This design comes from an exercise in tuning for a short achievable clock period and few clock cycles per item on the open sky130 flow, not from production work. The RTL was checked by simulation tests, not by an equivalence proof against the original design. Power and IR drop assume default switching activity.

<file path="design/flow/run.sh">
#!/bin/bash
# synth_recipe.tcl (not shown) runs the flow's synth.tcl, then flattens the netlist and writes it again
# the make line also repeats each setting of config.mk as NAME=value (left out here)
make -C /OpenROAD-flow-scripts/flow DESIGN_CONFIG=/design/flow/config.mk WORK_HOME=/design/flow/orfs CLKGATE_MAP_FILE= SYNTH_SCRIPT=/design/flow/synth_recipe.tcl finish
</file>
<file path="design/flow/config.mk">
export PLATFORM = sky130hd
export DESIGN_NAME = rv32_core
export DESIGN_NICKNAME = rv32_core
export VERILOG_FILES = /design/flow/design.v
export SDC_FILE = /design/flow/constraint.sdc
export NUM_CORES = 4
export LEC_CHECK = 0
export CAP_MARGIN = 20
export CORE_MARGIN = 2
export CORE_UTILIZATION = 40
export SETUP_SLACK_MARGIN = 5
export SLEW_MARGIN = 20
</file>
<file path="design/flow/constraint.sdc">
create_clock -name core_clock -period 9.0 [get_ports {CLK}]
set_input_delay 1.8000 -clock core_clock [delete_from_list [all_inputs] [get_ports {CLK}]]
set_output_delay 1.8000 -clock core_clock [all_outputs]
set_load 0.01 [all_outputs]
</file>
<file path="design/flow/design.v">
`timescale 1ns/10ps
package rv32_pkg;
   typedef union packed {
      struct packed {
         logic [6:0] funct7;
         logic [4:0] rs2;
         logic [4:0] rs1;
         logic [2:0] funct3;
         logic [4:0] rd;
         logic [6:0] opcode;
      } r_fmt;
      struct packed {
         logic [11:0] imm_11_0;
         logic [4:0]  rs1;
         logic [2:0]  funct3;
         logic [4:0]  rd;
         logic [6:0]  opcode;
      } i_fmt;
      struct packed {
         logic [6:0] imm_11_5;
         logic [4:0] rs2;
         logic [4:0] rs1;
         logic [2:0] funct3;
         logic [4:0] imm_4_0;
         logic [6:0] opcode;
      } s_fmt;
      struct packed {
         logic       imm_12;
         logic [5:0] imm_10_5;
         logic [4:0] rs2;
         logic [4:0] rs1;
         logic [2:0] funct3;
         logic [3:0] imm_4_1;
         logic       imm_11;
         logic [6:0] opcode;
      } b_fmt;
      struct packed {
         logic [19:0] imm_31_12;
         logic [4:0]  rd;
         logic [6:0]  opcode;
      } u_fmt;
      struct packed {
         logic       imm_20;
         logic [9:0] imm_10_1;
         logic       imm_11;
         logic [7:0] imm_19_12;
         logic [4:0] rd;
         logic [6:0] opcode;
      } j_fmt;
   } rv32_instr_u;
endpackage
`timescale 1ns/10ps
module rv32_regfile (
   input  logic                     CLK,
   input  logic                     RST_N,
   input  logic                     we,
   input  logic [4:0]               rd_num,
   input  logic [32-1:0]    rd_data,
   input  logic [4:0]               rs1_num,
   input  logic [4:0]               rs2_num,
   output logic [32-1:0]    rs1_data,
   output logic [32-1:0]    rs2_data
);
   logic [32-1:0] regs [1:31];
   always_ff @(posedge CLK) begin
      if (!RST_N) begin
         for (int i = 1; i < 32; i++) regs[i] <= '0;
      end else if (we && (rd_num != 5'd0)) begin
         regs[rd_num] <= rd_data;
      end
   end
   assign rs1_data = (rs1_num == 5'd0) ? '0 : regs[rs1_num];
   assign rs2_data = (rs2_num == 5'd0) ? '0 : regs[rs2_num];
endmodule
`timescale 1ns/10ps
module rv32_core (
   input  logic                  CLK,
   input  logic                  RST_N,
   input  logic                  I_MEM_WAIT,
   output logic                  I_MEM_ENA,
   output logic [32-1:0] I_MEM_ADDR,
   input  logic [32-1:0] I_MEM_RDATA,
   input  logic                  D_MEM_WAIT,
   output logic                  D_MEM_ENA,
   output logic [3:0]            D_MEM_WSTB,
   output logic [32-1:0] D_MEM_ADDR,
   output logic [32-1:0] D_MEM_WDATA,
   input  logic [32-1:0] D_MEM_RDATA
);
   logic gstall;
   assign gstall = D_MEM_WAIT;
   logic [31:0] fpc;
   logic        ena_q;
   logic        f2_v;
   logic [63:0] f2_pc;
   logic [1:0]  sk_n;
   logic [31:0] sk0_i, sk1_i;
   logic [63:0] sk0_pc, sk1_pc;
   assign I_MEM_ENA  = ena_q;
   logic        red_q;
   logic [31:0] tgt_q, fa;
   assign fa         = red_q ? tgt_q : fpc;
   assign I_MEM_ADDR = fa;
   logic f_acc;
   assign f_acc = ena_q & ~I_MEM_WAIT;
   logic        ex_redir;
   logic        id_redir;
   logic [31:0] id_tgt;
   logic        id_adv;       
   logic        id_go;        
   logic        take;         
   logic        flush_f;
   assign flush_f = ex_redir | id_redir;
   assign take    = id_adv & ((sk_n != 2'd0) | f2_v);
   logic [31:0] pw;
   logic        pw_jal, pw_br;
   logic [11:0] pw_sum;
   logic        f2_redir;
   logic [63:0] f2_tag;
   assign pw     = I_MEM_RDATA;
   assign pw_jal = (pw[6:0] == 7'b1101111);
   assign pw_br  = (pw[6:0] == 7'b1100011);
   logic [11:2] pw_sum_j, pw_sum_b;
   assign pw_sum_j = f2_pc[11:2] + {pw[20], pw[30:22]};
   assign pw_sum_b = f2_pc[11:2] + {pw[7], pw[30:25], pw[11:9]};
   assign pw_sum   = {pw_jal ? pw_sum_j : pw_sum_b, 2'b00};
   assign f2_redir = f2_v & ~f2_pc[63] & (pw_jal | (pw_br & pw[31]));
   assign f2_tag   = f2_redir ? {2'b01, f2_pc[31:12], pw_sum[11:2], f2_pc[31:0]} : f2_pc;
   logic [31:0] nxt_ir;
   logic [63:0] nxt_pc;
   assign nxt_ir = (sk_n != 2'd0) ? sk0_i  : I_MEM_RDATA;
   assign nxt_pc = (sk_n != 2'd0) ? sk0_pc : f2_tag;
   logic [1:0] sk_n_nx;
   logic       f2_v_nx;
   always_comb begin
      sk_n_nx = sk_n;
      if (flush_f) begin
         sk_n_nx = 2'd0;
      end else begin
         case (sk_n)
            2'd0: sk_n_nx = (f2_v & ~take) ? 2'd1 : 2'd0;
            2'd1: sk_n_nx = take ? {1'b0, f2_v} : (f2_v ? 2'd2 : 2'd1);
            default: sk_n_nx = take ? (f2_v ? 2'd2 : 2'd1) : 2'd2;
         endcase
      end
   end
   assign f2_v_nx = f_acc & ~flush_f & ~f2_redir;
   logic [31:0] fpc_nx;
   logic        rt_g, rn_g, jsel;
   logic [31:0] jt;
   logic [31:0] tgt_t, tgt_n;
   logic        br_taken;
   always_comb begin
      if (f2_redir)   fpc_nx = {f2_pc[31:12], pw_sum[11:2], 2'b00};
      else if (f_acc) fpc_nx = bt_bp ? {bt_tgt, 2'b00} : fa + 32'd4;
      else            fpc_nx = fa;
   end
   always_ff @(posedge CLK) begin
      if (!RST_N) red_q <= 1'b0;
      else        red_q <= ex_redir;
   end
   always_ff @(posedge CLK) begin
      tgt_q <= jsel ? {jt[31:1], 1'b0} : (br_taken ? tgt_t : tgt_n);
   end
   always_ff @(posedge CLK) begin
      if (!RST_N) begin
         fpc   <= 32'h0000_0000;
         ena_q <= 1'b1;
         f2_v  <= 1'b0;
         sk_n  <= 2'd0;
      end else begin
         fpc   <= fpc_nx;
         f2_v  <= f2_v_nx;
         sk_n  <= sk_n_nx;
         ena_q <= ({1'b0, sk_n_nx} + {2'b0, f2_v_nx}) <= 3'd1;
      end
   end
   always_ff @(posedge CLK) begin
      if (f_acc) f2_pc <= {bt_hit, bt_bp, bt_tgt, fa};
      case (sk_n)
         2'd0: begin
            sk0_i <= I_MEM_RDATA; sk0_pc <= f2_tag;
         end
         2'd1: begin
            if (take) begin
               sk0_i <= I_MEM_RDATA; sk0_pc <= f2_tag;
            end else begin
               sk1_i <= I_MEM_RDATA; sk1_pc <= f2_tag;
            end
         end
         default: begin
            if (take) begin
               sk0_i <= sk1_i; sk0_pc <= sk1_pc;
               sk1_i <= I_MEM_RDATA; sk1_pc <= f2_tag;
            end
         end
      endcase
   end
   localparam int BT_N = 16;
   logic [BT_N-1:0] bt_v;
   logic [5:0]      bt_tag [0:BT_N-1];
   logic [9:0]      bt_tgtm [0:BT_N-1];
   logic [BT_N-1:0] bt_tk;
   logic            bt_bp;
   logic            bt_wtk;
   logic [3:0]      bt_ri;
   logic            bt_hit;
   logic [29:0]     bt_tgt;
   logic            bt_we;
   logic [3:0]      bt_wi;
   logic [5:0]      bt_wtag;
   logic [9:0]      bt_wtgt;
   assign bt_ri  = fa[5:2];
   assign bt_hit = bt_v[bt_ri] & (bt_tag[bt_ri] == fa[11:6]);
   assign bt_tgt = {fa[31:12], bt_tgtm[bt_ri]};
   assign bt_bp  = bt_hit & bt_tk[bt_ri];
   always_ff @(posedge CLK) begin
      if (!RST_N) begin
         bt_v <= '0;
      end else if (bt_we) begin
         bt_v[bt_wi] <= 1'b1;
      end
   end
   always_ff @(posedge CLK) begin
      if (bt_we) begin
         bt_tag[bt_wi]  <= bt_wtag;
         bt_tgtm[bt_wi] <= bt_wtgt;
         bt_tk[bt_wi]   <= bt_wtk;
      end
   end
   logic        id_v;
   logic [31:0] ir;
   logic [31:0] id_pc;
   logic [31:0] id_timm;    
   logic        id_bp;
   logic        id_hit;
   logic [29:0] id_btgt;
   always_ff @(posedge CLK) begin
      if (!RST_N) begin
         id_v <= 1'b0;
      end else if (ex_redir | id_redir) begin
         id_v <= 1'b0;
      end else if (id_adv) begin
         id_v <= take;
      end
   end
   always_ff @(posedge CLK) begin
      if (take) begin
         ir      <= nxt_ir;
         id_timm <= (nxt_ir[3]) ?
                    {{11{nxt_ir[31]}}, nxt_ir[31], nxt_ir[19:12], nxt_ir[20], nxt_ir[30:21], 1'b0} :
                    {{19{nxt_ir[31]}}, nxt_ir[31], nxt_ir[7], nxt_ir[30:25], nxt_ir[11:8], 1'b0};
         id_pc   <= nxt_pc[31:0];
         id_btgt <= nxt_pc[61:32];
         id_bp   <= nxt_pc[62];
         id_hit  <= nxt_pc[63];
      end
   end
   logic [6:0] op;
   logic [4:0] rs1, rs2, rd;
   logic [2:0] f3;
   assign op  = ir[6:0];
   assign rd  = ir[11:7];
   assign f3  = ir[14:12];
   assign rs1 = ir[19:15];
   assign rs2 = ir[24:20];
   logic d_lui, d_auipc, d_jal, d_jalr, d_br, d_ld, d_st, d_opi, d_op;
   assign d_lui   = (op == 7'b0110111);
   assign d_auipc = (op == 7'b0010111);
   assign d_jal   = (op == 7'b1101111);
   assign d_jalr  = (op == 7'b1100111);
   assign d_br    = (op == 7'b1100011);
   assign d_ld    = (op == 7'b0000011);
   assign d_st    = (op == 7'b0100011);
   assign d_opi   = (op == 7'b0010011);
   assign d_op    = (op == 7'b0110011);
   logic d_wr, d_use1, d_use2;
   assign d_wr   = d_lui | d_auipc | d_jal | d_jalr | d_ld | d_opi | d_op;
   assign d_use1 = d_jalr | d_br | d_ld | d_st | d_opi | d_op;
   assign d_use2 = d_br | d_st | d_op;
   logic [4:0] rd_eff;
   assign rd_eff = d_wr ? rd : 5'd0;
   logic [31:0] imm_i, imm_s, imm_b, imm_u, imm_j, d_imm;
   assign imm_i = {{20{ir[31]}}, ir[31:20]};
   assign imm_s = {{20{ir[31]}}, ir[31:25], ir[11:7]};
   assign imm_b = {{19{ir[31]}}, ir[31], ir[7], ir[30:25], ir[11:8], 1'b0};
   assign imm_u = {ir[31:12], 12'b0};
   assign imm_j = {{11{ir[31]}}, ir[31], ir[19:12], ir[20], ir[30:21], 1'b0};
   always_comb begin
      if (d_lui | d_auipc) d_imm = imm_u;
      else if (d_st)       d_imm = imm_s;
      else                 d_imm = imm_i;
   end
   logic alt;
   assign alt = ir[30];
   logic s_add, s_sub, s_slt, s_sltu, s_xor, s_or, s_and, s_sll, s_srl, s_sra, s_link;
   always_comb begin
      s_add = 1'b0; s_sub = 1'b0; s_slt = 1'b0; s_sltu = 1'b0; s_xor = 1'b0;
      s_or = 1'b0; s_and = 1'b0; s_sll = 1'b0; s_srl = 1'b0; s_sra = 1'b0;
      s_link = d_jal | d_jalr;
      if (d_op | d_opi) begin
         case (f3)
            3'b000: begin
               s_sub = d_op & alt;
               s_add = ~(d_op & alt);
            end
            3'b001:  s_sll  = 1'b1;
            3'b010:  s_slt  = 1'b1;
            3'b011: s_sltu = 1'b1;
            3'b100:  s_xor  = 1'b1;
            3'b101:   begin s_sra = alt; s_srl = ~alt; end
            3'b110:   s_or   = 1'b1;
            default:       s_and  = 1'b1;
         endcase
      end else if (d_lui | d_auipc | d_ld | d_st) begin
         s_add = 1'b1;
      end
   end
   assign id_tgt = id_pc + id_timm;
   logic        wb2_we;
   logic [4:0]  wb2_rd;
   logic [31:0] wb2_d;
   logic [31:0] rf1, rf2;
   rv32_regfile u_regfile (
      .CLK      (CLK),
      .RST_N    (RST_N),
      .we       (wb2_we),
      .rd_num   (wb2_rd),
      .rd_data  (wb2_d),
      .rs1_num  (rs1),
      .rs2_num  (rs2),
      .rs1_data (rf1),
      .rs2_data (rf2)
   );
   logic        ex_v;
   logic [4:0]  ex_rd;
   logic        ex_ld;
   logic [4:0]  m_rd;
   logic        m_ld;
   logic [31:0] m_res;
   logic [4:0]  w_rd;
   logic        w_ld;
   logic [31:0] w_res;
   logic [31:0] ld_val;
   logic rs1_nz, rs2_nz;
   assign rs1_nz = (rs1 != 5'd0);
   assign rs2_nz = (rs2 != 5'd0);
   logic h1_ex, h1_m, h1_w, h1_w2, h2_ex, h2_m, h2_w, h2_w2;
   assign h1_ex = rs1_nz & (ex_rd == rs1);
   assign h1_m  = rs1_nz & (m_rd  == rs1);
   assign h1_w  = rs1_nz & (w_rd  == rs1);
   assign h1_w2 = rs1_nz & (wb2_rd == rs1);
   assign h2_ex = rs2_nz & (ex_rd == rs2);
   assign h2_m  = rs2_nz & (m_rd  == rs2);
   assign h2_w  = rs2_nz & (w_rd  == rs2);
   assign h2_w2 = rs2_nz & (wb2_rd == rs2);
   logic id_stall, stall_q;
   assign id_stall = id_v & stall_q;
   assign id_adv   = ~gstall & ~id_stall;
   logic [31:0] ir_nx;
   logic [4:0]  exrd_nx, mrd_nx, rs1_nx, rs2_nx;
   logic        exld_nx, mld_nx;
   logic [6:0]  op_nx;
   logic        use1_nx, use2_nx, haz_nx;
   assign ir_nx = take ? nxt_ir : ir;
   always_comb begin
      if (gstall) begin
         exrd_nx = ex_rd;
         exld_nx = ex_ld;
         mrd_nx  = m_rd;
         mld_nx  = m_ld;
      end else begin
         exrd_nx = id_go ? rd_eff : 5'd0;
         exld_nx = id_go & d_ld;
         mrd_nx  = ex_rd;
         mld_nx  = ex_ld;
      end
   end
   assign op_nx   = ir_nx[6:0];
   assign rs1_nx  = ir_nx[19:15];
   assign rs2_nx  = ir_nx[24:20];
   assign use1_nx = (op_nx == 7'b1100111) | (op_nx == 7'b1100011) |
                    (op_nx == 7'b0000011) | (op_nx == 7'b0100011) |
                    (op_nx == 7'b0010011) | (op_nx == 7'b0110011);
   assign use2_nx = (op_nx == 7'b1100011) | (op_nx == 7'b0100011) |
                    (op_nx == 7'b0110011);
   assign haz_nx  = (use1_nx & (rs1_nx != 5'd0) &
                     (((rs1_nx == exrd_nx) & exld_nx) | ((rs1_nx == mrd_nx) & mld_nx))) |
                    (use2_nx & (rs2_nx != 5'd0) &
                     (((rs2_nx == exrd_nx) & exld_nx) | ((rs2_nx == mrd_nx) & mld_nx)));
   always_ff @(posedge CLK) begin
      if (!RST_N) stall_q <= 1'b0;
      else        stall_q <= haz_nx;
   end
   logic [31:0] v1r, v2r, v1, v2;
   always_comb begin
      if (h1_m)       v1r = m_res;
      else if (h1_w)  v1r = w_res;
      else if (h1_w2) v1r = wb2_d;
      else            v1r = rf1;
      if (h2_m)       v2r = m_res;
      else if (h2_w)  v2r = w_res;
      else if (h2_w2) v2r = wb2_d;
      else            v2r = rf2;
   end
   logic sel_ld1, sel_ld2;
   assign sel_ld1 = ~h1_m & h1_w & w_ld;
   assign sel_ld2 = ~h2_m & h2_w & w_ld;
   assign v1 = sel_ld1 ? ld_val : v1r;
   assign v2 = sel_ld2 ? ld_val : v2r;
   logic d_use_imm;
   assign d_use_imm = ~(d_op | d_br);
   logic fa_m, fb_m, fs_m;
   assign fa_m = d_use1 & h1_ex;
   assign fb_m = d_use2 & ~d_use_imm & h2_ex;
   assign fs_m = d_st & h2_ex;
   assign id_redir = 1'b0;
   logic [31:0] id_link;
   assign id_link = id_pc + 32'd4;
   logic [31:0] ex_a, ex_b, ex_opb, ex_btgt, ex_link;
   logic [11:0] ex_pcb;
   logic [31:0] ex_opbx;
   logic        ex_s_rr, ex_s_mr, ex_s_rm, ex_s_mm;
   logic        ex_as_rr, ex_as_mr, ex_as_rm, ex_as_mm;
   logic        ex_fa_m, ex_fb_m, ex_fs_m;
   logic        ex_br, ex_jalr, ex_jal, ex_st, ex_tok, ex_bp;
   logic [29:0] ex_bpt;
   assign ex_tok = (ex_bpt == ex_btgt[31:2]);
   logic [2:0]  ex_f3;
   logic        ex_ceq, ex_clt, ex_cltu, ex_cinv;
   logic        ex_add, ex_sub, ex_slt, ex_sltu, ex_xor, ex_or, ex_and,
                ex_sll, ex_srl, ex_sra, ex_link_s;
   assign id_go = id_v & id_adv;
   logic       ex_kill, ex_vr, ex_ldr, ex_brr, ex_jalrr, ex_jalr_r, ex_str;
   logic [4:0] ex_rdr;
   always_ff @(posedge CLK) begin
      if (!RST_N) begin
         ex_kill   <= 1'b0;
         ex_vr     <= 1'b0;
         ex_rdr    <= 5'd0;
         ex_ldr    <= 1'b0;
         ex_brr    <= 1'b0;
         ex_jalrr  <= 1'b0;
         ex_jalr_r <= 1'b0;
         ex_str    <= 1'b0;
      end else if (!gstall) begin
         ex_kill   <= ex_redir;
         ex_vr     <= id_go;
         ex_rdr    <= id_go ? rd_eff : 5'd0;
         ex_ldr    <= id_go & d_ld;
         ex_brr    <= id_go & d_br;
         ex_jalrr  <= id_go & d_jalr;
         ex_jalr_r <= id_go & d_jal;
         ex_str    <= id_go & d_st;
      end
   end
   assign ex_v    = ex_vr & ~ex_kill;
   assign ex_rd   = ex_kill ? 5'd0 : ex_rdr;
   assign ex_ld   = ex_ldr & ~ex_kill;
   assign ex_br   = ex_brr & ~ex_kill;
   assign ex_jalr = ex_jalrr & ~ex_kill;
   assign ex_jal  = ex_jalr_r & ~ex_kill;
   assign ex_st   = ex_str & ~ex_kill;
   always_ff @(posedge CLK) begin
      if (!gstall) begin
         ex_a       <= (sel_ld1 & ~d_auipc & ~d_lui) ? ld_val :
                       (d_auipc ? id_pc : (d_lui ? 32'd0 : v1r));
         ex_b       <= v2;
         ex_opb     <= (sel_ld2 & ~d_use_imm) ? ld_val : (d_use_imm ? d_imm : v2r);
         ex_opbx    <= (sel_ld2 & ~d_use_imm) ? (s_sub ? ~ld_val : ld_val) :
                       (d_use_imm ? d_imm : (s_sub ? ~v2r : v2r));
         ex_s_rr    <= ~fa_m & ~fb_m;
         ex_s_mr    <=  fa_m & ~fb_m;
         ex_s_rm    <= ~fa_m &  fb_m;
         ex_s_mm    <=  fa_m &  fb_m;
         ex_as_rr   <= (s_add | s_sub) & ~fa_m & ~fb_m;
         ex_as_mr   <= (s_add | s_sub) &  fa_m & ~fb_m;
         ex_as_rm   <= (s_add | s_sub) & ~fa_m &  fb_m;
         ex_as_mm   <= (s_add | s_sub) &  fa_m &  fb_m;
         ex_btgt    <= id_tgt;
         ex_link    <= id_link;
         ex_pcb     <= id_pc[13:2];
         ex_bp      <= id_bp;
         ex_bpt     <= id_btgt;
         ex_fa_m    <= fa_m;
         ex_fb_m    <= fb_m;
         ex_fs_m    <= fs_m;
         ex_f3      <= f3;
         ex_ceq     <= (f3[2:1] == 2'b00);
         ex_clt     <= (f3[2:1] == 2'b10);
         ex_cltu    <= (f3[2:1] == 2'b11);
         ex_cinv    <= f3[0];
         ex_add     <= s_add;
         ex_sub     <= s_sub;
         ex_slt     <= s_slt;
         ex_sltu    <= s_sltu;
         ex_xor     <= s_xor;
         ex_or      <= s_or;
         ex_and     <= s_and;
         ex_sll     <= s_sll;
         ex_srl     <= s_srl;
         ex_sra     <= s_sra;
         ex_link_s  <= s_link;
      end
   end
   logic [31:0] a, b, opb;
   assign a   = ex_fa_m ? m_res : ex_a;
   assign opb = ex_fb_m ? m_res : ex_opb;
   assign b   = ex_fs_m ? m_res : ex_b;      
   logic [31:0] subv, m_x;
   assign subv = {32{ex_sub}};
   assign m_x  = m_res ^ subv;
   logic [31:0] add_rr, add_mr, add_rm, add_mm, sum;
   assign add_rr = ex_a  + ex_opbx + {31'd0, ex_sub};
   assign add_mr = m_res + ex_opbx + {31'd0, ex_sub};
   assign add_rm = ex_a  + m_x     + {31'd0, ex_sub};
   assign add_mm = m_res + m_x     + {31'd0, ex_sub};
   assign sum = ({32{ex_s_rr}} & add_rr) | ({32{ex_s_mr}} & add_mr) |
                ({32{ex_s_rm}} & add_rm) | ({32{ex_s_mm}} & add_mm);
   logic eq_rr, eq_mr, eq_rm, lts_rr, lts_mr, lts_rm, ltu_rr, ltu_mr, ltu_rm;
   assign eq_rr  = (ex_a == ex_opb);
   assign eq_mr  = (m_res == ex_opb);
   assign eq_rm  = (ex_a == m_res);
   assign lts_rr = $signed(ex_a)  < $signed(ex_opb);
   assign lts_mr = $signed(m_res) < $signed(ex_opb);
   assign lts_rm = $signed(ex_a)  < $signed(m_res);
   assign ltu_rr = ex_a  < ex_opb;
   assign ltu_mr = m_res < ex_opb;
   assign ltu_rm = ex_a  < m_res;
   logic lt_s, lt_u, eq_v;
   assign eq_v = ex_s_mm | (ex_s_rr & eq_rr)  | (ex_s_mr & eq_mr)  | (ex_s_rm & eq_rm);
   assign lt_s = (ex_s_rr & lts_rr) | (ex_s_mr & lts_mr) | (ex_s_rm & lts_rm);
   assign lt_u = (ex_s_rr & ltu_rr) | (ex_s_mr & ltu_mr) | (ex_s_rm & ltu_rm);
   logic [4:0] shamt;
   assign shamt = opb[4:0];
   logic [31:0] sh_l, sh_r, sh_ra;
   assign sh_l  = a << shamt;
   assign sh_r  = a >> shamt;
   assign sh_ra = $signed(a) >>> shamt;
   logic [31:0] res;
   assign res = ({32{ex_as_rr}}  & add_rr)
              | ({32{ex_as_mr}}  & add_mr)
              | ({32{ex_as_rm}}  & add_rm)
              | ({32{ex_as_mm}}  & add_mm)
              | ({32{ex_slt}}    & {31'd0, lt_s})
              | ({32{ex_sltu}}   & {31'd0, lt_u})
              | ({32{ex_xor}}    & (a ^ opb))
              | ({32{ex_or}}     & (a | opb))
              | ({32{ex_and}}    & (a & opb))
              | ({32{ex_sll}}    & sh_l)
              | ({32{ex_srl}}    & sh_r)
              | ({32{ex_sra}}    & sh_ra)
              | ({32{ex_link_s}} & ex_link);
   logic b_eq, b_lt, b_ltu, taken;
   assign b_eq  = eq_v;
   assign b_lt  = lt_s;
   assign b_ltu = lt_u;
   assign taken = ((ex_ceq & b_eq) | (ex_clt & b_lt) | (ex_cltu & b_ltu)) ^ ex_cinv;
   logic rt, rn;
   assign jsel = ~gstall & ex_jalr;
   logic ex_oth, jal_bad;
   assign ex_oth  = ex_v & ~ex_br & ~ex_jal & ~ex_jalr;
   assign jal_bad = ex_jal & ~(ex_bp & ex_tok);
   assign rt   = jal_bad | (ex_br & ~(ex_bp & ex_tok)) | (ex_oth & ex_bp);
   assign rn   = jal_bad | (ex_br & ex_bp) | (ex_oth & ex_bp);
   assign rt_g = ~gstall & rt;
   assign rn_g = ~gstall & rn;
   assign br_taken = taken;
   assign ex_redir = jsel | (taken ? rt_g : rn_g);
   always_ff @(posedge CLK) begin
      if (!RST_N) begin
         bt_we <= 1'b0;
      end else begin
         bt_we <= ~gstall & (ex_br | ex_jal);
      end
   end
   always_ff @(posedge CLK) begin
      bt_wi   <= ex_pcb[3:0];
      bt_wtag <= ex_pcb[9:4];
      bt_wtgt <= ex_btgt[11:2];
      bt_wtk  <= ex_jal | taken;
   end
   logic [31:0] jt_r, jt_m;
   assign jt_r  = ex_a  + ex_opb;
   assign jt_m  = m_res + ex_opb;
   assign jt    = ex_fa_m ? jt_m : jt_r;
   assign tgt_t = (ex_br | ex_jal) ? ex_btgt : ex_link;
   assign tgt_n = ex_jal ? ex_btgt : ex_link;
   logic [31:0] st_data;
   logic [3:0]  st_strb;
   always_comb begin
      case (ex_f3[1:0])
         2'b00: begin
            st_data = {4{b[7:0]}};
            st_strb = 4'b0001 << sum[1:0];
         end
         2'b01: begin
            st_data = {2{b[15:0]}};
            st_strb = sum[1] ? 4'b1100 : 4'b0011;
         end
         default: begin
            st_data = b;
            st_strb = 4'b1111;
         end
      endcase
   end
   logic        m_dena;
   logic [3:0]  m_wstb;
   logic [31:0] m_wdata;
   logic [2:0]  m_f3;
   always_ff @(posedge CLK) begin
      if (!RST_N) begin
         m_dena <= 1'b0;
         m_wstb <= 4'b0000;
         m_rd   <= 5'd0;
         m_ld   <= 1'b0;
      end else if (!gstall) begin
         m_dena <= ex_ld | ex_st;
         m_wstb <= ex_st ? st_strb : 4'b0000;
         m_rd   <= ex_rd;
         m_ld   <= ex_ld;
      end
   end
   always_ff @(posedge CLK) begin
      if (!gstall) begin
         m_res   <= res;
         m_wdata <= st_data;
         m_f3    <= ex_f3;
      end
   end
   assign D_MEM_ENA   = m_dena;
   assign D_MEM_WSTB  = m_wstb;
   assign D_MEM_ADDR  = m_res;
   assign D_MEM_WDATA = m_wdata;
   logic [3:0] w_s0, w_s1, w_g;
   logic       w_sw, w_e1, w_e23;
   logic       mb, mh, mw, msg;
   logic [1:0] ml;
   assign mb  = (m_f3[1:0] == 2'b00);
   assign mh  = (m_f3[1:0] == 2'b01);
   assign mw  = m_f3[1];
   assign msg = ~m_f3[2];
   assign ml  = m_res[1:0];
   always_ff @(posedge CLK) begin
      if (!RST_N) begin
         w_rd <= 5'd0;
         w_ld <= 1'b0;
      end else if (!gstall) begin
         w_rd <= m_rd;
         w_ld <= m_ld;
      end
   end
   always_ff @(posedge CLK) begin
      if (!gstall) begin
         w_res  <= m_res;
         for (int k = 0; k < 4; k++) begin
            w_s0[k] <= mw ? (k == 0) : (ml == 2'(k));
            w_s1[k] <= mw ? (k == 1) : (mh & (k != 0) & (ml == 2'(k - 1)));
            w_g[k]  <= msg & ((mb & (ml == 2'(k))) | (mh & (k != 0) & (ml == 2'(k - 1))));
         end
         w_sw  <= mw;
         w_e1  <= mb;
         w_e23 <= ~mw;
      end
   end
   logic [7:0] rb [0:3];
   logic [7:0] lb0, lb1;
   logic       lsign;
   always_comb begin
      for (int k = 0; k < 4; k++) rb[k] = D_MEM_RDATA[8*k +: 8];
      lb0   = 8'd0;
      lb1   = 8'd0;
      lsign = 1'b0;
      for (int k = 0; k < 4; k++) begin
         lb0   = lb0 | ({8{w_s0[k]}} & rb[k]);
         lb1   = lb1 | ({8{w_s1[k]}} & rb[k]);
         lsign = lsign | (w_g[k] & rb[k][7]);
      end
      ld_val[7:0]   = lb0;
      ld_val[15:8]  = lb1 | {8{w_e1 & lsign}};
      ld_val[23:16] = ({8{w_sw}} & rb[2]) | {8{w_e23 & lsign}};
      ld_val[31:24] = ({8{w_sw}} & rb[3]) | {8{w_e23 & lsign}};
   end
   always_ff @(posedge CLK) begin
      if (!RST_N) begin
         wb2_rd <= 5'd0;
      end else if (!gstall) begin
         wb2_rd <= w_rd;
      end
   end
   always_ff @(posedge CLK) begin
      if (!gstall) begin
         wb2_d <= w_ld ? ld_val : w_res;
      end
   end
   assign wb2_we = (wb2_rd != 5'd0);
endmodule
</file>
==> qor.yml, run 1 <==
status:
  status: "complete, no violations"
yosys:
  yosysUniqueCellTypes: 92
  synth_cells: 10200
  syn_avg_cell_area_um2: 12.1
  yosysSeqAreaShare: 0.520
  synth_warnings: 3
  synth-edff-count: 2025
  ys_ff_latch: 2185
  netlist_area_um2: 123000
  synthArstFlopShare: 0
  ys.flop_type: "edfxtp_1"
detailed_routing:
  first_iter_violations: 12300
  drt_wl_total_um: 486000
  drcViolationCount: 0
  via_count: 91700
  viasPerCell: 6.18
  postRouteAntennaNets: 0
  firstDrtPassIters: 7
  routedWlPerCell_um: 32.8
sta:
  fmax_mhz: 238
  maxSlewHeadroom: 0.195
  fin_skew_ns: 0.106
  finalCritPeriodShare: 0.468
  setup_viol: 0
  min_period_ns: 4.21
  finalMaxSlewViolations: 0
  hold_viol: 0
  tns_ns: 0
  rsz0062_at_grt: "yes"
  worstMarginPinSlew_ns: 1.20
global_routing:
  grt_max_degree: 160
  antenna_found_initial: 35
  grt_pass1_vias: 88000
  grt_pass1_wl_um: 673000
  overflow: 0
  grt_usage: 0.304
clock_tree:
  tritoncts: "yes"
  clock_latency_ns: 0.96
  cts_hold_buf: 0
  cts_buffer_depth: 4
  clkTransAtPathRegs_ns: 0.06
  cts_htree_levels: 4
  clock_sinks: 2185
  root_buffer: "clkbuf_16"
  cts_buffers: 241
die:
  core_um2: 306000
  num_io_pins: 170
  rows: 203
  initial_core_util: 0.402
  chipHeight_um: 558
  die_w_um: 558
  dieArea_um2: 312000
pwr:
  ir_worst_vdd_uv: 188
  power_density_nw_per_um2: 248
  p_leak_nw: 53.2
worst_setup_path:
  rr_startpoint: "red_q"
  setup.worst_path.end_class: "primary output"
  rrSetupSlack_ns: 4.88
  startpoint: "red_q"
  arrival_ns: 2.41
  cp_num_buf_inv: 6
  cp.required_ns: 7.20
  r2r-end: "fpc[27]"
  crit_family: "buffers and inverters"
  crit_path_max_fanout: 3
  crit_slowest_cell: "dfxtp_4"
  slowest_delay_ns: 0.36
  crit_type: "flop to primary output"
  crit_path_start_kind: "flop"
  path_cells: "buf_12 -> buf_4 -> buf_12 -> buf_6 -> buf_8 -> mux2_4 -> buf_6"
  worstRegToRegCells: 19
placed_design:
  dpl-instance-area_um2: 130000
  portBuffers: 169
  gp_congestion: 0.994
  hpwl_um: 314000
  dp.cells: 14000
layout:
  nNetsFinal: 11000
  layout.cells.non_filler: 14800
  final_common_cell: "edfxtp_1"
  synthToLayoutAreaGrowth_pct: 18.0
  n_fill_cell: 27100
  multiInputGateArea_um2: 57900
  final_cell_mix: "edfxtp_1, and2_1, nand2_1"
  design_area_um2: 145000
  regArea_um2: 64100
  drive_gt1_frac: 0.219
hold_path:
  hold_depth: 0
  hold_path_end: "bt_wtag[0]"
  hp-start: "ex_pcb[4]"
  min_path_type: "flop to flop"
job:
  cap_violations: 0
==> cell usage after synthesis, types with 68 or more instances <==
cell type,number,area share
a211oi_1,78,0.0048
ha_1,358,0.036
xor2_1,124,0.0088
buf_1,76,0.0023
dfxtp_1,160,0.026
xnor2_1,213,0.015
nand3_1,213,0.0087
o21ai_0,396,0.016
and2_1,1035,0.053
a21o_1,89,0.0054
edfxtp_1,2025,0.49
nand2_1,1045,0.032
clkbuf_1,623,0.019
nor3_1,107,0.0044
a21oi_1,526,0.021
inv_1,270,0.0082
buf_2,75,0.0031
mux2_2,183,0.017
mux2i_1,288,0.023
a221oi_1,71,0.0051
a31oi_1,75,0.0038
nor2_1,548,0.017
mux4_2,618,0.11
o21a_1,68,0.0042
==> per-layer routing <==
metal,track usage,up-vias,share of wire
li1,-,38800,-
met1,0.396,46400,0.38
met2,0.474,5318,0.45
met3,0.0499,1118,0.096
met4,0.187,6,0.073
met5,0,-,0.00012
==> where the power goes <==
part	internal (mW)	switching, mW	total (mW)
Clock	5.71	4.29	10.0
Sequential	11.9	0.667	12.5
Combinational	5.30	8.08	13.4
Total	22.9	13.0	35.9
==> how the worst max path moves through the flow <==
stage / slack [ns] / cells past startpoint / end
finish: 4.79 / 7 / I_MEM_ADDR[24]
CTS: 4.81 / 6 / I_MEM_ADDR[9]
global placement: 2.95 / 18 / sk0_pc[40]
floorplan: 3.95 / 12 / ena_q
detailed placement: 3.03 / 18 / sk0_pc[40]
global route: 4.75 / 19 / fpc[22]
==> state kept, by name, summed over array words and instances (netlist names), 44 cells and up <==
name	flops
sk0_pc	63
f2_pc	44
u_regfile.regs	1024
bt_tgtm	160
sk1_pc	63
bt_tag	96
==> final cells by class <==
type / count / area share
timing repair inverter: 3 / 0.000181
inverter: 278 / 0.00791
clock buffer: 308 / 0.0445
clock inverter: 133 / 0.00917
antenna: 7 / 0.000121
tap: 4100 / 0.0354
sequential: 2185 / 0.442
multi-input combinational: 6966 / 0.399
timing repair buffer: 850 / 0.0621
==> logic make-up (layout without fill, tap and decap cells) <==
kind of cell | Yosys count | in the layout | share of synthesized area
multiplexers | 1091 | 1092 | 0.154
other | 1 | 39 | 0.0000305
buffers and inverters | 1081 | 1572 | 0.0348
AO/OA/AOI/OAI | 1798 | 1801 | 0.0940
adder cells (fa/ha/maj) | 366 | 366 | 0.0377
XOR/XNOR | 337 | 337 | 0.0240
AND/OR/NAND/NOR | 3333 | 3338 | 0.135
flip-flops | 2185 | 2185 | 0.520
==> metrics by stage <==
stage,hold slack (ns),power (mW),setup WS (ns),utilization
2_1_floorplan,0.323,19.8,3.95,-
5_1_grt,0.340,37.0,4.75,0.474
3_5_place_dp,0.327,24.2,3.03,0.424
4_1_cts,0.318,35.0,4.81,0.464
3_3_place_gp,0.337,24.1,2.95,0.424
6_report,0.316,35.9,4.79,0.474
==> worst reg2reg max path: cells and delay by family, from the launching register on <==
| kind | cells | cell delay [ns] |
|---|---|---|
| AOI/OAI and AO/OA | 3 | 0.90 |
| xor gates and xnor gates | 1 | 0.20 |
| buffers and inverters | 8 | 1.03 |
| DFF | 1 | 0.37 |
| muxes | 3 | 0.98 |
| and+or+nand+nor | 4 | 0.49 |
==> what timing repair did <==
| item | 4_1_cts | 5_1_grt |
|---|---|---|
| buffers inserted | 201 | 160 |
| setup endpoints to repair | 424 | 292 |
| pin swaps | 66 | 123 |
| resized for setup | 551 | 318 |
| gates cloned | 37 | 6 |
| endpoints found under the hold margin | 0 | 0 |
Testbench counts, summed over its fixed seeds: cycles 129,837, instrs 110,014.
==> run 2, diff against run 1 <==
--- a/design/flow/design.v
+++ b/design/flow/design.v
@@ -113,2 +113,5 @@
    assign flush_f = ex_redir | id_redir;
+   logic        jbad_q, jb;
+   logic [31:0] jtq;
+   assign jb = jbad_q & ~gstall;
    assign take    = id_adv & ((sk_n != 2'd0) | f2_v);
@@ -125,5 +128,31 @@
    assign pw_sum_b = f2_pc[11:2] + {pw[7], pw[30:25], pw[11:9]};
-   assign pw_sum   = {pw_jal ? pw_sum_j : pw_sum_b, 2'b00};
-   assign f2_redir = f2_v & ~f2_pc[63] & (pw_jal | (pw_br & pw[31]));
-   assign f2_tag   = f2_redir ? {2'b01, f2_pc[31:12], pw_sum[11:2], f2_pc[31:0]} : f2_pc;
+   logic        pa_ok;
+   logic [4:0]  pa_rd;
+   logic [31:2] pa_pc, pa_pc1;
+   logic [11:2] pw_sum_r;
+   logic        pw_fuse;
+   assign pw_sum_r = pa_pc[11:2] + pw[31:22];
+   assign pw_fuse  = (pw[6:0] == 7'b1100111) & pa_ok & (pw[19:15] == pa_rd) &
+                     ~pw[21] & (f2_pc[31:2] == pa_pc1);
+   always_ff @(posedge CLK) begin
+      if (!RST_N) begin
+         pa_ok <= 1'b0;
+      end else if (flush_f) begin
+         pa_ok <= 1'b0;
+      end else if (f2_v) begin
+         pa_ok <= (pw[6:0] == 7'b0010111) & (pw[31:12] == 20'd0) & (pw[11:7] != 5'd0);
+      end
+   end
+   always_ff @(posedge CLK) begin
+      if (f2_v) begin
+         pa_rd  <= pw[11:7];
+         pa_pc  <= f2_pc[31:2];
+         pa_pc1 <= f2_pc[31:2] + 30'd1;
+      end
+   end
+   logic [31:12] pw_hi;
+   assign pw_sum   = {pw_jal ? pw_sum_j : (pw_br ? pw_sum_b : pw_sum_r), 2'b00};
+   assign pw_hi    = pw_fuse ? pa_pc[31:12] : f2_pc[31:12];
+   assign f2_redir = f2_v & ~f2_pc[63] & (pw_jal | (pw_br & pw[31]) | pw_fuse);
+   assign f2_tag   = f2_redir ? {2'b01, pw_hi, pw_sum[11:2], f2_pc[31:0]} : f2_pc;
    logic [31:0] nxt_ir;
@@ -153,3 +182,4 @@
    always_comb begin
-      if (f2_redir)   fpc_nx = {f2_pc[31:12], pw_sum[11:2], 2'b00};
+      if (jb)         fpc_nx = jtq;
+      else if (f2_redir) fpc_nx = {pw_hi, pw_sum[11:2], 2'b00};
       else if (f_acc) fpc_nx = bt_bp ? {bt_tgt, 2'b00} : fa + 32'd4;
@@ -416,3 +446,3 @@
    assign fs_m = d_st & h2_ex;
-   assign id_redir = 1'b0;
+   assign id_redir = jb;
    logic [31:0] id_link;
@@ -446,3 +476,3 @@
       end else if (!gstall) begin
-         ex_kill   <= ex_redir;
+         ex_kill   <= ex_redir | jb;
          ex_vr     <= id_go;
@@ -559,3 +589,3 @@
    logic rt, rn;
-   assign jsel = ~gstall & ex_jalr;
+   assign jsel = ~gstall & ~jbad_q & ex_jalr & ~ex_bp;
    logic ex_oth, jal_bad;
@@ -565,4 +595,4 @@
    assign rn   = jal_bad | (ex_br & ex_bp) | (ex_oth & ex_bp);
-   assign rt_g = ~gstall & rt;
-   assign rn_g = ~gstall & rn;
+   assign rt_g = ~gstall & ~jbad_q & rt;
+   assign rn_g = ~gstall & ~jbad_q & rn;
    assign br_taken = taken;
@@ -571,5 +601,15 @@
       if (!RST_N) begin
+         jbad_q <= 1'b0;
+      end else if (!gstall) begin
+         jbad_q <= ~jbad_q & ex_jalr & ex_bp & (jt[31:1] != {ex_bpt, 1'b0});
+      end
+   end
+   always_ff @(posedge CLK) begin
+      if (!gstall) jtq <= {jt[31:1], 1'b0};
+   end
+   always_ff @(posedge CLK) begin
+      if (!RST_N) begin
          bt_we <= 1'b0;
       end else begin
-         bt_we <= ~gstall & (ex_br | ex_jal);
+         bt_we <= ~gstall & ~jbad_q & (ex_br | ex_jal);
       end
@@ -617,6 +657,6 @@
       end else if (!gstall) begin
-         m_dena <= ex_ld | ex_st;
-         m_wstb <= ex_st ? st_strb : 4'b0000;
-         m_rd   <= ex_rd;
-         m_ld   <= ex_ld;
+         m_dena <= ~jbad_q & (ex_ld | ex_st);
+         m_wstb <= (~jbad_q & ex_st) ? st_strb : 4'b0000;
+         m_rd   <= jbad_q ? 5'd0 : ex_rd;
+         m_ld   <= ~jbad_q & ex_ld;
       end
==> run 2 against run 1 <==
Highest routed layer unchanged. Total power rose by 41%. Non-clock buffer count fell by 2. Worst hold slack improved by 0.042 ns. Global-route usage rose by 0.43 points. Count of clock-buffer cells in the layout rose by 33. Combinational power rose by 84%. Clock power rose by 8%.
==> qor.yml, run 2 <==
sta:
  finalCritPeriodShare: 0.488
  min_period_ns: 4.39
  rsz0062_at_grt: "yes"
  worst_hold_slack_ns: 0.358
  worstMarginPinSlew_ns: 1.18
  maxSlewHeadroom: 0.212
  fin_skew_ns: 0.0999
  finalMaxSlewViolations: 0
  setup_viol: 0
  fmax_mhz: 228
  hold_viol: 0
hold_path:
  min_path_type: "flop to flop"
  hold_path_end: "bt_wi[1]"
  hp-start: "ex_pcb[1]"
  hold_depth: 0
worst_setup_path:
  worstRegToRegCells: 17
  cp.required_ns: 9.75
  slowest_delay_ns: 0.53
  path_cells: "buf_6 -> buf_12 -> mux2i_4 -> inv_1 -> ha_4 -> o21ai_0 -> nor2b_1 -> or4_4 -> and3_4 -> o21ai_4 -> a2111oi_4 -> o31ai_2 -> xnor2_2 -> xor2_1 -> or4_1 -> nor4_2 -> a41oi_1"
  crit_path_start_kind: "flop"
  crit_family: "simple AND/OR/NAND/NOR gates"
  crit_slowest_cell: "or4_4"
  arrival_ns: 5.15
  crit_type: "flop to flop"
  rrSetupSlack_ns: 4.61
  rr_startpoint: "ex_fa_m"
  setup.worst_path.end_class: "flop"
  cp_num_buf_inv: 3
  r2r-end: "jbad_q"
  crit_path_max_fanout: 8
yosys:
  ys.flop_type: "edfxtp_1"
  yosys.area.top_type: "edfxtp_1"
  yosysTopAreaCellShare: 0.494
  syn_avg_cell_area_um2: 11.9
  ys_ff_latch: 2283
  synth_warnings: 3
  yosysSeqAreaShare: 0.519
  yosysUniqueCellTypes: 100
  synth_cells: 10800
  synthTopCellsByCount: "edfxtp_1, and2_1, nand2_1"
  netlist_area_um2: 129000
  synth-edff-count: 2121
  synthArstFlopShare: 0
  synth_most_common_cell: "edfxtp_1"
  synthTopCellsByArea: "edfxtp_1, mux4_2, and2_1"
pwr:
  power_density_nw_per_um2: 332
  p_leak_nw: 55.3
  ir_worst_vdd_uv: 185
clock_tree:
  cts_hold_buf: 0
  tritoncts: "yes"
  clkTransAtPathRegs_ns: 0.06
  cts_htree_levels: 5
  clock_sinks: 2283
  cts_buffer_depth: 4
  clock_latency_ns: 0.95
  cts_buffers: 267
  root_buffer: "clkbuf_16"
global_routing:
  grt_pass1_wl_um: 715000
  grt_usage: 0.308
  grt_pass1_vias: 93700
  overflow: 0
  antenna_found_initial: 38
  grt_max_degree: 162
layout:
  top_register: "u_regfile.regs"
  final_cell_mix: "edfxtp_1, and2_1, nand2_1"
  post-route-util: 0.475
  largest_register_ffs: 1024
  nNetsFinal: 11600
  reg.largest.list: "u_regfile.regs (1024), bt_tgtm (160), bt_tag (96)"
  n_fill_cell: 28400
  final_common_cell: "edfxtp_1"
  synthToLayoutAreaGrowth_pct: 18.2
  regArea_um2: 67000
  drive_gt1_frac: 0.221
  multiInputGateArea_um2: 61400
detailed_routing:
  postRouteAntennaNets: 0
  first_iter_violations: 13500
  viasPerCell: 6.24
  drcViolationCount: 0
  routedWlPerCell_um: 33.2
  via_count: 97600
  firstDrtPassIters: 8
  drt_wl_total_um: 520000
die:
  die_w_um: 572
  core_um2: 321000
  initial_core_util: 0.402
  rows: 208
  dieArea_um2: 327000
  chipHeight_um: 572
  num_io_pins: 170
job:
  cap_violations: 0
status:
  status: "complete, no violations"
placed_design:
  portBuffers: 169
  gp_congestion: 1.02
  hpwl_um: 335000
-- run 2: worst max-delay path by stage --
stage                    startpoint  cells past startpoint  slack, ns          to
global route                ex_fa_m                     17       4.51      jbad_q
floorplan                D_MEM_WAIT                      5      -1.56    sk1_i[0]
CTS                         ex_fa_m                     18       4.70      jbad_q
finish                      ex_fa_m                     17       4.61      jbad_q
detailed placement  I_MEM_RDATA[18]                     11       3.00  sk0_pc[40]
global placement    I_MEM_RDATA[18]                     11       3.21  sk0_pc[40]
-- run 2: cells by family after synthesis --
| family | count (synthesis) | synth area share |
|---|---|---|
| mux | 1052 | 0.143 |
| simple gates | 3469 | 0.135 |
| other cells | 1 | 0.0000291 |
| fa+ha+maj | 382 | 0.0376 |
| compound gates | 2037 | 0.101 |
| xor+xnor | 436 | 0.0296 |
| flops | 2283 | 0.519 |
| buf+inv | 1145 | 0.0345 |
-- run 2: stage by stage --
step | instance area [um2] | total power [mW] | setup WS (ns) | setup TNS (ns) | cells
floorplan | 129000 | 28.1 | -1.56 | -269.15 | 10800
global placement | 136000 | 36.0 | 3.21 | 0 | 14700
detailed placement | 136000 | 36.2 | 3.00 | 0 | 14700
CTS | 149000 | 48.7 | 4.70 | 0 | 15500
global route | 152000 | 52.3 | 4.51 | 0 | 15600
finish | 152000 | 50.5 | 4.61 | 0 | 15600
-- run 2: per-layer routing --
metal  up-vias  routed length (um)  global-route usage
met1     49400              197000               0.399
met5         -                 284                   0
met4        20               37100               0.181
met2      5784              233000               0.478
li1      41100                   -                   -
met3      1297               52300              0.0619
-- run 2: timing repair --
item / in CTS / in global routing
setup endpoints to repair: 662 / 278
setup buffers: 234 / 118
gates cloned: 25 / 17
pin swaps: 101 / 103
resized for setup: 683 / 385
-- run 2: area by class of cell --
| cell class | count | share of cell area |
|---|---|---|
| Antenna cell | 13 | 0.000213 |
| Clock buffer | 341 | 0.0467 |
| Clock inverter | 137 | 0.00921 |
| Inverter | 303 | 0.00815 |
| Multi-Input combinational cell | 7409 | 0.403 |
| Sequential cell | 2283 | 0.439 |
| Tap cell | 4305 | 0.0353 |
| Timing Repair Buffer | 848 | 0.0582 |
| Timing Repair inverter | 3 | 0.000156 |
-- run 2: report_power, final --
part	total, mW	switching (mW)	internal (mW)	leakage (nW)
Sequential	15.2	1.57	13.6	22.2
Combinational	24.6	14.9	9.69	29.0
Clock	10.8	4.68	6.11	4.14
Total	50.5	21.1	29.4	55.3
Testbench counts of run 2, summed over its fixed seeds: cycles 128,276, instrs 110,014.
==> run 3, diff against run 2 <==
--- a/design/flow/design.v
+++ b/design/flow/design.v
@@ -457,2 +457,3 @@
    logic [29:0] ex_bpt;
+   logic [31:0] ex_jx0, ex_jx1;
    assign ex_tok = (ex_bpt == ex_btgt[31:2]);
@@ -514,2 +515,4 @@
          ex_bpt     <= id_btgt;
+         ex_jx0     <= {id_btgt, 2'b00} - imm_i;
+         ex_jx1     <= {id_btgt, 2'b00} - imm_i + 32'd1;
          ex_fa_m    <= fa_m;
@@ -603,3 +606,3 @@
       end else if (!gstall) begin
-         jbad_q <= ~jbad_q & ex_jalr & ex_bp & (jt[31:1] != {ex_bpt, 1'b0});
+         jbad_q <= ~jbad_q & ex_jalr & ex_bp & (a != ex_jx0) & (a != ex_jx1);
       end
==> run 3 against run 2 <==
Critical path type is now flop to primary output. Synthesized cell count grew 3.2%. Cell count grew 3.6%. Worst setup slack gained 0.16 ns. Sequential power is 7% lower. Still clean. Worst hold slack got worse by 0.0035 ns. First-iteration DRC count up 9.6%. Area after synthesis is 3.3% higher. Routed wire length increased by 4.8%.
==> qor.yml, run 3 <==
status:
  status: "complete, no violations"
layout:
  n_fill_cell: 28900
  synthToLayoutAreaGrowth_pct: 18.9
  top_register: "u_regfile.regs"
  reg.largest.list: "u_regfile.regs (1024), bt_tgtm (160), bt_tag (96)"
  design_area_um2: 158000
  largest_register_ffs: 1024
  drive_gt1_frac: 0.223
  final_cell_mix: "edfxtp_1, and2_1, nand2_1"
  nNetsFinal: 12100
  final_common_cell: "edfxtp_1"
worst_setup_path:
  cp_num_buf_inv: 5
  crit_path_frequent_cell: "buf_12"
  slowest_delay_ns: 0.43
  cp.depth: 6
  worstRegToRegCells: 15
  arrival_ns: 2.43
  path_cells: "buf_12 -> buf_12 -> buf_16 -> mux2i_4 -> inv_2 -> buf_6"
  setup.worst_path.end_class: "primary output"
  r2r-end: "tgt_q[30]"
  rr_startpoint: "ex_opb[20]"
  crit_type: "flop to primary output"
  startpoint: "red_q"
  crit_slowest_cell: "mux2i_4"
  timing.critical_path.to: "I_MEM_ADDR[22]"
  crit_path_start_kind: "flop"
  rrSetupSlack_ns: 4.81
  crit_path_max_fanout: 6
  crit_family: "buffers and inverters"
  cp.required_ns: 7.20
detailed_routing:
  met2RoutedLength_um: 245000
  routedWlPerCell_um: 33.6
  drcViolationCount: 0
  drt_wl_total_um: 545000
  firstDrtPassIters: 9
  drt-met1-wl_um: 208000
  topRoutingLayerUsed: "met5"
  postRouteAntennaNets: 0
  met3WireLength_um: 54400
  via_count: 102000
  viasPerCell: 6.30
  first_iter_violations: 14700
clock_tree:
  root_buffer: "clkbuf_16"
  cts_htree_levels: 5
  tritoncts: "yes"
  cts_buffers: 269
  cts_buffer_depth: 4
  cts_hold_buf: 0
  clock_sinks: 2347
  clock_latency_ns: 0.94
  clkTransAtPathRegs_ns: 0.06
yosys:
  yosysSeqAreaShare: 0.517
  synth_most_common_cell: "edfxtp_1"
  synthTopCellsByArea: "edfxtp_1, mux4_2, and2_1"
  syn_avg_cell_area_um2: 11.9
  synth_warnings: 3
  ys_ff_latch: 2347
  netlist_area_um2: 133000
  yosys.area.top_type: "edfxtp_1"
  synthTopCellsByCount: "edfxtp_1, and2_1, nand2_1"
  ys.flop_type: "edfxtp_1"
  yosysTopAreaCellShare: 0.493
  synth-edff-count: 2185
  synth_cells: 11100
  synthArstFlopShare: 0
  yosysUniqueCellTypes: 92
die:
  die_w_um: 581
  rows: 211
  chipHeight_um: 581
  num_io_pins: 170
  dieArea_um2: 338000
  core_um2: 331000
  initial_core_util: 0.403
sta:
  maxSlewHeadroom: 0.167
  setup_viol: 0
  finalCritPeriodShare: 0.470
  hold_viol: 0
  worstMarginPinSlew_ns: 1.21
  finalMaxSlewViolations: 0
  min_period_ns: 4.23
  fin_skew_ns: 0.0842
  fmax_mhz: 236
  rsz0062_at_grt: "yes"
  worst_hold_slack_ns: 0.355
job:
  cap_violations: 0
global_routing:
  grt_max_degree: 156
  antenna_found_initial: 33
  grt_pass1_wl_um: 747000
  grt_usage: 0.310
  grt_pass1_vias: 96200
  overflow: 0
pwr:
  power_density_nw_per_um2: 281
  power_mw: 44.5
  ir_worst_vdd_uv: 150
  p_leak_nw: 57.8
placed_design:
  gp_congestion: 1.04
  portBuffers: 169
  hpwl_um: 351000
  dpl-instance-area_um2: 140000
hold_path:
  min_path_type: "flop to flop"
run 3: cell count changes after synthesis, moves of 41 or more:
cell / delta
a21oi_1: +76
edfxtp_1: +64
xnor2_1: +64
mux2i_1: +63
nand2_1: -61
o211ai_1: +49
inv_1: +41
run 3: worst min path at each step:
stage | from | end | slack, ns | depth (start not counted)
after floorplan | ex_pcb[0] | bt_wi[0] | 0.32 | 0
after global placement | ex_pcb[2] | bt_wi[2] | 0.33 | 0
after detailed placement | ex_pcb[2] | bt_wi[2] | 0.33 | 0
after CTS | ex_pcb[0] | bt_wi[0] | 0.35 | 0
after global routing | ex_pcb[0] | bt_wi[0] | 0.35 | 0
final | ex_pcb[0] | bt_wi[0] | 0.35 | 0
run 3: through the flow:
stage | TNS, ns | worst slack, ns | utilization | instances
floorplan | -911.57 | -2.47 | - | 11200
global placement | 0 | 3.32 | 0.424 | 15200
detailed placement | 0 | 3.36 | 0.424 | 15200
CTS | 0 | 4.75 | 0.467 | 16000
global route | 0 | 4.75 | 0.479 | 16200
finish | 0 | 4.77 | 0.479 | 16200
run 3: report_power, final:
part           leakage (nW)  switching (mW)  total (mW)  internal [mW]
clock                  4.23            4.75        11.2           6.40
combinational          30.7            11.7        19.2           7.44
sequential             22.8           0.910        14.1           13.2
run 3: timing repair:
item	in CTS	in global routing
setup endpoints to repair	567	272
resized for setup	660	447
cloned	26	12
pin swaps	81	188
setup buffers	274	171
run 3: area by class of cell:
cell class	count	area [um2]	share of cell area
antenna	37	92.6	0.000585
clock buffer	338	7200	0.0455
clock inverter	150	1490	0.00941
inverter	343	1500	0.00949
multi-input combinational	7649	63600	0.402
sequential	2347	68900	0.435
tap	4366	5460	0.0345
timing repair buffer	969	10000	0.0633
timing repair inverter	5	47.5	0.000300
run 3: routing by layer:
| layer | GRT usage | up-vias |
|---|---|---|
| met3 | 0.0587 | 1319 |
| li1 | - | 42700 |
| met1 | 0.407 | 51700 |
| met2 | 0.480 | 6280 |
| met5 | 0 | - |
| met4 | 0.182 | 14 |
run 3: logic make-up after synthesis:
logic type                 Yosys count  synth area share
muxes                             1087             0.141
and+or+nand+nor                   3436             0.130
buffers and inverters             1184            0.0346
AOI/OAI and AO/OA                 2163             0.104
xor gates and xnor gates           516            0.0339
DFF                               2347             0.517
other                                1         0.0000282
adders and majority gates          413            0.0394
Testbench counts of run 3, summed over its fixed seeds: cycles 128,276, instrs 110,014.

re-timing with driven ports:
No port has a modelled driver above. Below, the same layouts with a new extraction and two added sets of constraints.
Step 1 sets driving cells, clkbuf_16 on the clock port and buf_2 on the other inputs (assumed; they add their load-dependent delay and slew).
Step 2 also shifts input and output timing later by t, the mid clock arrival at the registers, as if the neighbouring blocks saw the same clock.
Slacks: no drivers / after step 1 / after step 2; pairs: no drivers / after step 1.
run	t (ns)	slack for setup (ns)	worst hold slack (ns)	worst register clock-pin slew, ns	worst slew at a driven data input, ns
run 1	1.005	4.790 / 4.691 / 3.901	0.316 / 0.316 / 0.316	0.08 / 0.08	0.06
run 2	0.989	4.608 / 4.608 / 4.019	0.358 / 0.358 / 0.358	0.07 / 0.07	0.16
run 3	0.989	4.770 / 4.675 / 3.793	0.355 / 0.355 / 0.355	0.07 / 0.07	0.54
After both steps every run listed still meets setup and hold. For run 3, which loses most, drivers alone change the setup slack by -0.095 ns; drivers and shift together by -0.977 ns.
